Context: an optimization exercise on an open-source flow, tuned for small area and a short achievable clock period. The choices shown serve that exercise and are no tape-out recipe. Only simulation tests tie the RTL to the original design; equivalence was not proved. No activity file was given, so power comes from the tool's default toggle rates.

**flow/design.v**
```verilog
package brfpa_pkg;
  localparam int DATA_W = 8;
  localparam int LEN_W  = 11;
  localparam int FILL_W = 11;
  localparam int CL_W   = 4;
  localparam int ADDR_W = 3;
  localparam logic [CL_W-1:0] CAP_LOG2_RESET = 4'd10;
  localparam logic            REG_CAP_LOG2   = 1'b0;
  typedef enum logic [1:0] {
    KIND_WRITE  = 2'd0,
    KIND_READ   = 2'd1,
    KIND_FLUSH  = 2'd2,
    KIND_PACKET = 2'd3
  } kind_e;
  typedef enum logic [1:0] {
    ST_OK    = 2'd0,
    ST_FULL  = 2'd1,
    ST_EMPTY = 2'd2,
    ST_SEQ   = 2'd3
  } status_e;
  typedef struct packed {
    logic [1:0]       kind;
    logic [DATA_W-1:0] data_byte;
    logic             packet_first;
    logic [LEN_W-1:0] packet_length;
  } cmd_t;
  typedef struct packed {
    logic [1:0]        status;
    logic [DATA_W-1:0] read_data;
    logic [FILL_W-1:0] fill_level;
    logic [FILL_W-1:0] capacity;
    logic              packet_open;
  } result_t;
  typedef struct packed {
    logic push;
    logic pop;
    logic flush;
    logic load_rem;
    logic dec_rem;
    logic reserve;
  } dp_ctl_t;
  typedef struct packed {
    logic empty;
    logic write_room;
    logic pkt_fits;
    logic rem_is_one;
    logic len_is_zero;
    logic len_is_one;
  } dp_stat_t;
endpackage
import brfpa_pkg::*;
module brfpa_regs (
  input  logic                        clk_i,
  input  logic                        rst_ni,
  input  logic                        psel,
  input  logic                        penable,
  input  logic                        pwrite,
  input  logic [brfpa_pkg::ADDR_W-1:0] paddr,
  input  logic [31:0]                 pwdata,
  output logic [31:0]                 prdata,
  output logic                        pready,
  output logic [brfpa_pkg::CL_W-1:0]  cap_log2_o,
  output logic                        clear_o
);
  logic [CL_W-1:0] cap_log2_q, cap_log2_d;
  logic            hit;
  assign pready  = 1'b1;
  assign hit     = (paddr[2] == REG_CAP_LOG2);
  assign clear_o = psel && penable && pwrite && pready && hit;
  always_comb begin
    cap_log2_d = cap_log2_q;
    if (clear_o) begin
      cap_log2_d = pwdata[CL_W-1:0];
    end
  end
  always_ff @(posedge clk_i or negedge rst_ni) begin
    if (!rst_ni) begin
      cap_log2_q <= CAP_LOG2_RESET;
    end else begin
      cap_log2_q <= cap_log2_d;
    end
  end
  assign prdata     = hit ? {{(32-CL_W){1'b0}}, cap_log2_q} : 32'd0;
  assign cap_log2_o = cap_log2_q;
endmodule
import brfpa_pkg::*;
module brfpa_ctrl (
  input  logic                 clk_i,
  input  logic                 rst_ni,
  input  logic                 accept_i,
  input  logic                 clear_i,
  input  logic [1:0]           kind_i,
  input  logic                 first_i,
  input  brfpa_pkg::dp_stat_t  stat_i,
  output brfpa_pkg::dp_ctl_t   ctl_o,
  output logic                 valid_o,
  output logic [1:0]           status_o,
  output logic                 rd_ok_o,
  output logic                 open_o
);
  typedef enum logic [1:0] {
    PKT_NONE,
    PKT_ADMIT,
    PKT_DROP
  } pkt_state_e;
  pkt_state_e state_q, state_d;
  logic [1:0] status_q, status_d;
  logic       valid_q, rd_ok_q, rd_ok_d;
  always_comb begin
    state_d  = state_q;
    status_d = ST_OK;
    rd_ok_d  = 1'b0;
    ctl_o    = '0;
    ctl_o.reserve = (state_q == PKT_ADMIT);
    if (accept_i) begin
      case (kind_i)
        KIND_WRITE: begin
          if (stat_i.write_room) ctl_o.push = 1'b1;
          else status_d = ST_FULL;
        end
        KIND_READ: begin
          if (stat_i.empty) begin
            status_d = ST_EMPTY;
          end else begin
            ctl_o.pop = 1'b1;
            rd_ok_d   = 1'b1;
          end
        end
        KIND_FLUSH: ctl_o.flush = 1'b1;
        KIND_PACKET: begin
          if (first_i) begin
            if (state_q != PKT_NONE) begin
              status_d = ST_SEQ;
            end else if (stat_i.len_is_zero) begin
              status_d = ST_FULL;
            end else if (!stat_i.pkt_fits) begin
              status_d       = ST_FULL;
              ctl_o.load_rem = 1'b1;
              if (!stat_i.len_is_one) state_d = PKT_DROP;
            end else begin
              ctl_o.push     = 1'b1;
              ctl_o.load_rem = 1'b1;
              if (!stat_i.len_is_one) state_d = PKT_ADMIT;
            end
          end else begin
            case (state_q)
              PKT_ADMIT: begin
                ctl_o.push    = 1'b1;
                ctl_o.dec_rem = 1'b1;
                if (stat_i.rem_is_one) state_d = PKT_NONE;
              end
              PKT_DROP: begin
                status_d      = ST_FULL;
                ctl_o.dec_rem = 1'b1;
                if (stat_i.rem_is_one) state_d = PKT_NONE;
              end
              default: status_d = ST_SEQ;
            endcase
          end
        end
        default: status_d = ST_OK;
      endcase
    end
    if (clear_i) state_d = PKT_NONE;
  end
  always_ff @(posedge clk_i or negedge rst_ni) begin
    if (!rst_ni) begin
      state_q  <= PKT_NONE;
      valid_q  <= 1'b0;
      status_q <= ST_OK;
      rd_ok_q  <= 1'b0;
    end else begin
      state_q  <= state_d;
      valid_q  <= accept_i;
      status_q <= status_d;
      rd_ok_q  <= rd_ok_d;
    end
  end
  assign valid_o  = valid_q;
  assign status_o = status_q;
  assign rd_ok_o  = rd_ok_q;
  assign open_o   = (state_q != PKT_NONE);
endmodule
import brfpa_pkg::*;
module brfpa_dp #(
  parameter int MAX_DEPTH = 256
) (
  input  logic                           clk_i,
  input  logic                           rst_ni,
  input  logic                           clear_i,
  input  logic [brfpa_pkg::CL_W-1:0]     cap_log2_i,
  input  logic [brfpa_pkg::DATA_W-1:0]   data_i,
  input  logic [brfpa_pkg::LEN_W-1:0]    len_i,
  input  brfpa_pkg::dp_ctl_t             ctl_i,
  output brfpa_pkg::dp_stat_t            stat_o,
  output logic [brfpa_pkg::DATA_W-1:0]   rd_data_o,
  output logic [$clog2(MAX_DEPTH+1)-1:0] count_o,
  output logic [$clog2(MAX_DEPTH+1)-1:0] cap_o
);
  localparam int CW  = $clog2(MAX_DEPTH + 1);
  localparam int IW  = CW - 1;    
  localparam int SW  = ((CW > LEN_W) ? CW : LEN_W) + 1;
  logic [DATA_W-1:0] mem [2**IW];
  logic [DATA_W-1:0] rd_q;
  logic [IW-1:0]    head_q, head_d, tail_q, tail_d, mask;
  logic [CW-1:0]    count_q, count_d, cap;
  logic [LEN_W-1:0] rem_q, rem_d, reserved;
  logic [CL_W-1:0]  eff_log2;
  assign eff_log2 = (32'(cap_log2_i) > IW) ? CL_W'(IW) : cap_log2_i;
  assign cap      = CW'(1) << eff_log2;
  assign mask     = IW'(cap - CW'(1));
  assign reserved = ctl_i.reserve ? rem_q : '0;
  assign stat_o.empty       = (count_q == '0);
  assign stat_o.write_room  = (SW'(count_q) + SW'(reserved)) < SW'(cap);
  assign stat_o.pkt_fits    = (SW'(count_q) + SW'(len_i)) <= SW'(cap);
  assign stat_o.rem_is_one  = (rem_q == LEN_W'(1));
  assign stat_o.len_is_zero = (len_i == '0);
  assign stat_o.len_is_one  = (len_i == LEN_W'(1));
  always_comb begin
    head_d  = head_q;
    tail_d  = tail_q;
    count_d = count_q;
    rem_d   = rem_q;
    if (ctl_i.push) begin
      head_d  = IW'(head_q + IW'(1)) & mask;
      count_d = count_q + CW'(1);
    end
    if (ctl_i.pop) begin
      tail_d  = IW'(tail_q + IW'(1)) & mask;
      count_d = count_q - CW'(1);
    end
    if (ctl_i.flush) begin
      tail_d  = head_q;
      count_d = '0;
    end
    if (ctl_i.load_rem) rem_d = len_i - LEN_W'(1);
    if (ctl_i.dec_rem)  rem_d = rem_q - LEN_W'(1);
    if (clear_i) begin
      head_d  = '0;
      tail_d  = '0;
      count_d = '0;
      rem_d   = '0;
    end
  end
  always_ff @(posedge clk_i or negedge rst_ni) begin
    if (!rst_ni) begin
      head_q  <= '0;
      tail_q  <= '0;
      count_q <= '0;
      rem_q   <= '0;
    end else begin
      head_q  <= head_d;
      tail_q  <= tail_d;
      count_q <= count_d;
      rem_q   <= rem_d;
    end
  end
  always_ff @(posedge clk_i) begin
    if (ctl_i.push) mem[head_q] <= data_i;
    if (ctl_i.pop)  rd_q <= mem[tail_q];
  end
  assign rd_data_o = rd_q;
  assign count_o   = count_q;
  assign cap_o     = cap;
endmodule
import brfpa_pkg::*;
module byte_ring_fifo_packet_admit_top (
  input  logic                         clk_i,
  input  logic                         rst_ni,
  input  logic                         start,
  output logic                         busy,
  input  logic [21:0]                  cmd_i,
  output logic                         result_valid_o,
  output logic [32:0]                  result_o,
  input  logic                         psel,
  input  logic                         penable,
  input  logic                         pwrite,
  input  logic [brfpa_pkg::ADDR_W-1:0] paddr,
  input  logic [31:0]                  pwdata,
  output logic [31:0]                  prdata,
  output logic                         pready
);
  localparam int MAX_DEPTH = 256;
  localparam int CW = $clog2(MAX_DEPTH + 1);
  brfpa_pkg::cmd_t    cmd;
  brfpa_pkg::result_t res;
  logic              accept, clear, rd_ok, pkt_open;
  logic [CL_W-1:0]   cap_log2;
  logic [1:0]        status;
  logic [DATA_W-1:0] rd_data;
  logic [CW-1:0]     count, cap;
  brfpa_pkg::dp_ctl_t  ctl;
  brfpa_pkg::dp_stat_t stat;
  assign cmd      = brfpa_pkg::cmd_t'(cmd_i);
  assign result_o = res;
  assign busy   = 1'b0;
  assign accept = start && !busy;
  brfpa_regs u_regs (
    .clk_i      (clk_i),
    .rst_ni     (rst_ni),
    .psel       (psel),
    .penable    (penable),
    .pwrite     (pwrite),
    .paddr      (paddr),
    .pwdata     (pwdata),
    .prdata     (prdata),
    .pready     (pready),
    .cap_log2_o (cap_log2),
    .clear_o    (clear)
  );
  brfpa_ctrl u_ctrl (
    .clk_i    (clk_i),
    .rst_ni   (rst_ni),
    .accept_i (accept),
    .clear_i  (clear),
    .kind_i   (cmd.kind),
    .first_i  (cmd.packet_first),
    .stat_i   (stat),
    .ctl_o    (ctl),
    .valid_o  (result_valid_o),
    .status_o (status),
    .rd_ok_o  (rd_ok),
    .open_o   (pkt_open)
  );
  brfpa_dp #(
    .MAX_DEPTH (MAX_DEPTH)
  ) u_dp (
    .clk_i      (clk_i),
    .rst_ni     (rst_ni),
    .clear_i    (clear),
    .cap_log2_i (cap_log2),
    .data_i     (cmd.data_byte),
    .len_i      (cmd.packet_length),
    .ctl_i      (ctl),
    .stat_o     (stat),
    .rd_data_o  (rd_data),
    .count_o    (count),
    .cap_o      (cap)
  );
  assign res.status      = status;
  assign res.read_data   = rd_ok ? rd_data : '0;
  assign res.fill_level  = FILL_W'(count);
  assign res.capacity    = FILL_W'(cap);
  assign res.packet_open = pkt_open;
endmodule
```
**flow/run.sh**
```bash
#!/bin/bash
# synth_recipe.tcl (not shown) runs the flow's synth.tcl, then flattens the netlist and writes it again
# the make line also repeats each setting of config.mk as NAME=value (left out here)
make -C /OpenROAD-flow-scripts/flow DESIGN_CONFIG=/design/flow/config.mk WORK_HOME=/design/flow/orfs CLKGATE_MAP_FILE= SYNTH_SCRIPT=/design/flow/synth_recipe.tcl finish
```
**flow/config.mk**
```make
export PLATFORM = sky130hd
export DESIGN_NAME = byte_ring_fifo_packet_admit_top
export DESIGN_NICKNAME = byte_ring_fifo_packet_admit_top
export VERILOG_FILES = /design/flow/design.v
export SDC_FILE = /design/flow/constraint.sdc
export NUM_CORES = 4
export LEC_CHECK = 0
export CAP_MARGIN = 20
export CORE_MARGIN = 2
export CORE_UTILIZATION = 35
export SLEW_MARGIN = 20
```
**flow/constraint.sdc**
```tcl
create_clock -name core_clock -period 5.5 [get_ports {clk_i}]
set_input_delay 1.1000 -clock core_clock [delete_from_list [all_inputs] [get_ports {clk_i}]]
set_output_delay 1.1000 -clock core_clock [all_outputs]
set_load 0.01 [all_outputs]
```
==> impl_results.md <==
* IO Port Bufs at 66
* Pin count of the biggest net entering global routing at between 100 and 150
* Peak VDD IR at 0.368 mV
* TritonCTS Buffers at 206
* Final min period at around 5.3 ns
* Post-synthesis cell type with the largest combined area: edfxtp_1
* Starting utilization of the core area at 0.351
* Area share of the largest cell type after synthesis at 0.734
* Transition at the pin with the smallest max-transition slack at roughly 1.1 ns
* Post-synth top flop: edfxtp_1
* Cell types occupying the most area after synthesis: edfxtp_1 (73%), mux4_2 (18%), nor2_1 (1.4%)
* Total length of routed wires at a little over 200 mm
* Overflow left after global routing at 0
* Headroom to the max-slew limit at 0.252
* Clock network latency to the later pin of the worst-skew pair at 0.85 ns
* Power per Cell Area at 443 nW/um2
* Htree depth at 4
* WL/cell at around 26 um
* Gate count after technology mapping at about 4,000
* Routed via count divided by cell count at approximately 5.3
* Initial detailed-routing violation count at 4,432
* Dpl cells at approximately 7,400
* Result of the run: complete, no violations
* Share of cells above drive strength 1 at 0.331
* Number of I/O pins at 131
* Finish-stage setup viols at 0
* Synthesized cell area at 84,200 um2
* P&R area growth vs syn at 17.1%
* Drc violations at 0
* Sequential cell area at around 63,000 um2
* Clock-pin transition on the worst setup and hold timing paths at ~0.060 ns
* Global routing usage summed across all routing layers at 0.166
* Maximum fanout along the worst path at 16
* Portion of the clock cycle consumed by the worst path in the final layout at 0.963
* Number of standard cells in the layout, taps in and fillers out at 7,784
* Sequential share of the synthesized area at 0.747
* Rows at 180
* Leak Pwr at 31.2 nW
* Final worst clock skew at 0.0462 ns
* Arrival time reported for the critical path endpoint at ~6 ns
* Post-Synthesis Mean Instance Area at 21.7 um2
* Start-to-end type of the worst setup path: flip-flop to flip-flop
* Max cap viols at 0
* Category of the worst setup path capture point: flip-flop
* Count of flip-flops with a built-in enable after synthesis at 2,056
* Max-slew violation count at 0
* Number of nets in the layout at 4,550
* Seq cells post-synth at approximately 2,100
* Total count of hold-check failures in the final report at 0
* Die Y-Extent at 494 um
* Utilization after layout at 0.411
* Vias in the first global route at approximately 41,000
* Instance area at placement at slightly above 90,000 um2
* Number of buffers between clock root and the deepest sink at 3
* Number of synthesis warnings at 3
* CTS Root Cell: clkbuf_16
* Multi-input logic area at just over 20,000 um2
* Cell variety after synth at between 70 and 80
* Type of the tightest min-delay check: input pin to asynchronous set/reset pin
* Start of the worst register-to-register path: u_ctrl.state_q[1]
* Power Total at roughly 44 mW
* Die outline area at between 200,000 and 250,000 um2
* Kind of start point of the critical path: flip-flop
* Critical Path Start: u_ctrl.state_q[1]
* Share of synthesized registers carrying an async set or reset at 0.0219
* Post-cts hold buffer count at 0
* CTS tree: built
* First-pass GRT wire length at between 200 and 300 mm
* Sink Count at 2,102
* Area of all placed cells without fillers at 98,600 um2
* Die width at 494 um
* Overall via count from detail_route at between 40,000 and 50,000
* Number of optimization iterations in the first detailed-route pass at 6
* Cell with the most instances after synthesis: edfxtp_1
* Achievable frequency at 189 MHz
* GPL Wtd Cong at 0.803
* Number of antenna violations at the first check in global routing at 13
* Fill cell count at between 20,000 and 25,000
* Detail Route Antenna Nets at 0
* Post-synth top cells: edfxtp_1 (2,056), mux4_2 (680), nor2_1 (306)
* Core area at 240,000 um2
* Final HPWL from detailed placement at between 100 and 150 mm
* Critical path data required time at just over 6 ns
final cells by class:
class                      count  share of cell area
antenna                        1           0.0000254
clock buffer                 259              0.0547
clock inverter               116              0.0111
inverter                      36             0.00137
multi-input combinational   1517               0.205
sequential                  2102               0.638
tap                         3185              0.0404
timing repair buffer         568              0.0496
per-stage QoR:
step | hold slack, ns | setup slack [ns] | TNS [ns]
after detailed placement | 0.509 | -0.718 | -1277.51
after global routing | 0.390 | -0.00947 | -0.0585
after CTS | 0.344 | 0.139 | 0
after global placement | 0.505 | -0.680 | -1247.49
final | 0.370 | 0.203 | 0
after floorplan | 0.479 | 0.138 | 0
logic make-up (layout without fill, tap and decap cells):
logic type               Yosys count  count (layout)  share of synthesized area
buffers and inverters            302             979                     0.0160
other                              2              35                  0.0000892
adder cells (fa/ha/maj)           56              56                    0.00859
AO/OA/AOI/OAI                    165             167                     0.0126
flip-flops                      2102            2102                      0.747
multiplexers                     691             691                      0.183
AND/OR/NAND/NOR                  543             543                     0.0292
XOR/XNOR                          26              26                    0.00287
report_power, final:
part	internal (mW)	switching (mW)
registers	17.8	0.508
clock network	7.62	5.98
logic	5.75	6.08
total	31.1	12.6
what timing repair did:
item	CTS	global route
endpoints found under the setup margin	0	2029
resized for setup	0	15
setup buffers	0	2
critical path, cell delays in order, from the launching register on:
cell	delay, ns
dfrtp_1	0.37
inv_1	0.11
ha_2	0.23
and2_1	0.17
ha_1	0.20
inv_1	0.07
fa_1	0.41
nor2b_1	0.16
o31a_1	0.16
a21oi_1	0.05
ha_1	0.28
a21o_1	0.19
a2111oi_2	0.35
nor4_1	0.12
or3_4	0.44
o32ai_4	0.26
buf_12	0.18
o21ai_2	0.17
or3_1	0.49
buf_12	0.17
nor2_1	0.20
buf_4	0.21
path summary, 6_finish.rpt:
kind | to | slack (ns) | cells after the start
min in group core_clock | u_ctrl.state_q[1] | 0.52 | 2
worst max register to register | u_dp.mem[207][3] | 0.20 | 21
worst max-delay path | u_dp.mem[207][3] | 0.20 | 21
max in group asynchronous | u_dp.tail_q[1] | 4.60 | 2
worst min register to register | u_ctrl.state_q[1] | 0.52 | 2
worst min-delay path | u_regs.cap_log2_q[0] | 0.37 | 2
routing by layer:
metal  up-vias  share of wire  track usage
met5         -              0            0
met4         0          0.021       0.0411
met3       225          0.076       0.0322
met2      1559           0.49        0.270
met1     21973           0.42        0.230
li1      17254              -            -
layout by cell type, fill, tap and decap left out, types with 50 or more instances in the layout:
cell type	n
edfxtp_1	2056
mux4_2	680
buf_4	465
nor2_1	300
clkbuf_16	208
nand2_1	67
clkdlybuf4s50_1	57
ha_1	52
clkinv_1	52
clkbuf_1	51
o21ai_0	50
state kept, by name, indices dropped and copies added (netlist names):
name,count
u_ctrl.rd_ok_q,1
u_ctrl.valid_q,1
u_dp.count_q,9
u_dp.mem,2048
u_dp.rd_q,8
u_dp.rem_q,11
u_dp.head_q,8
u_dp.tail_q,8
u_ctrl.status_q,2
u_ctrl.state_q,2
u_regs.cap_log2_q,4

what the ideal ports hide:
No port has a modelled driver above. Below, the same layout with a new extraction and two added sets of constraints. Step 1 sets driving cells, clkbuf_16 on the clock port and buf_2 on the other inputs (assumed; they add their load-dependent delay and slew). Step 2 times the ports against the registers' clock, not the clock port: input delays grow and output delays shrink by t, the midpoint of the rising clock arrivals with the driver on. Three values: ideal ports, drivers, drivers and shift; two values: the first two.
t (ns): 0.905
setup WS [ns]: 0.203 / 0.203 / -0.644
worst data-port slew with drivers (ns): 0.12
With both steps, setup timing fails in this run, where it was met with ideal ports. The setup slack of this run moves by 0.000 ns with the drivers and by -0.847 ns with both steps.
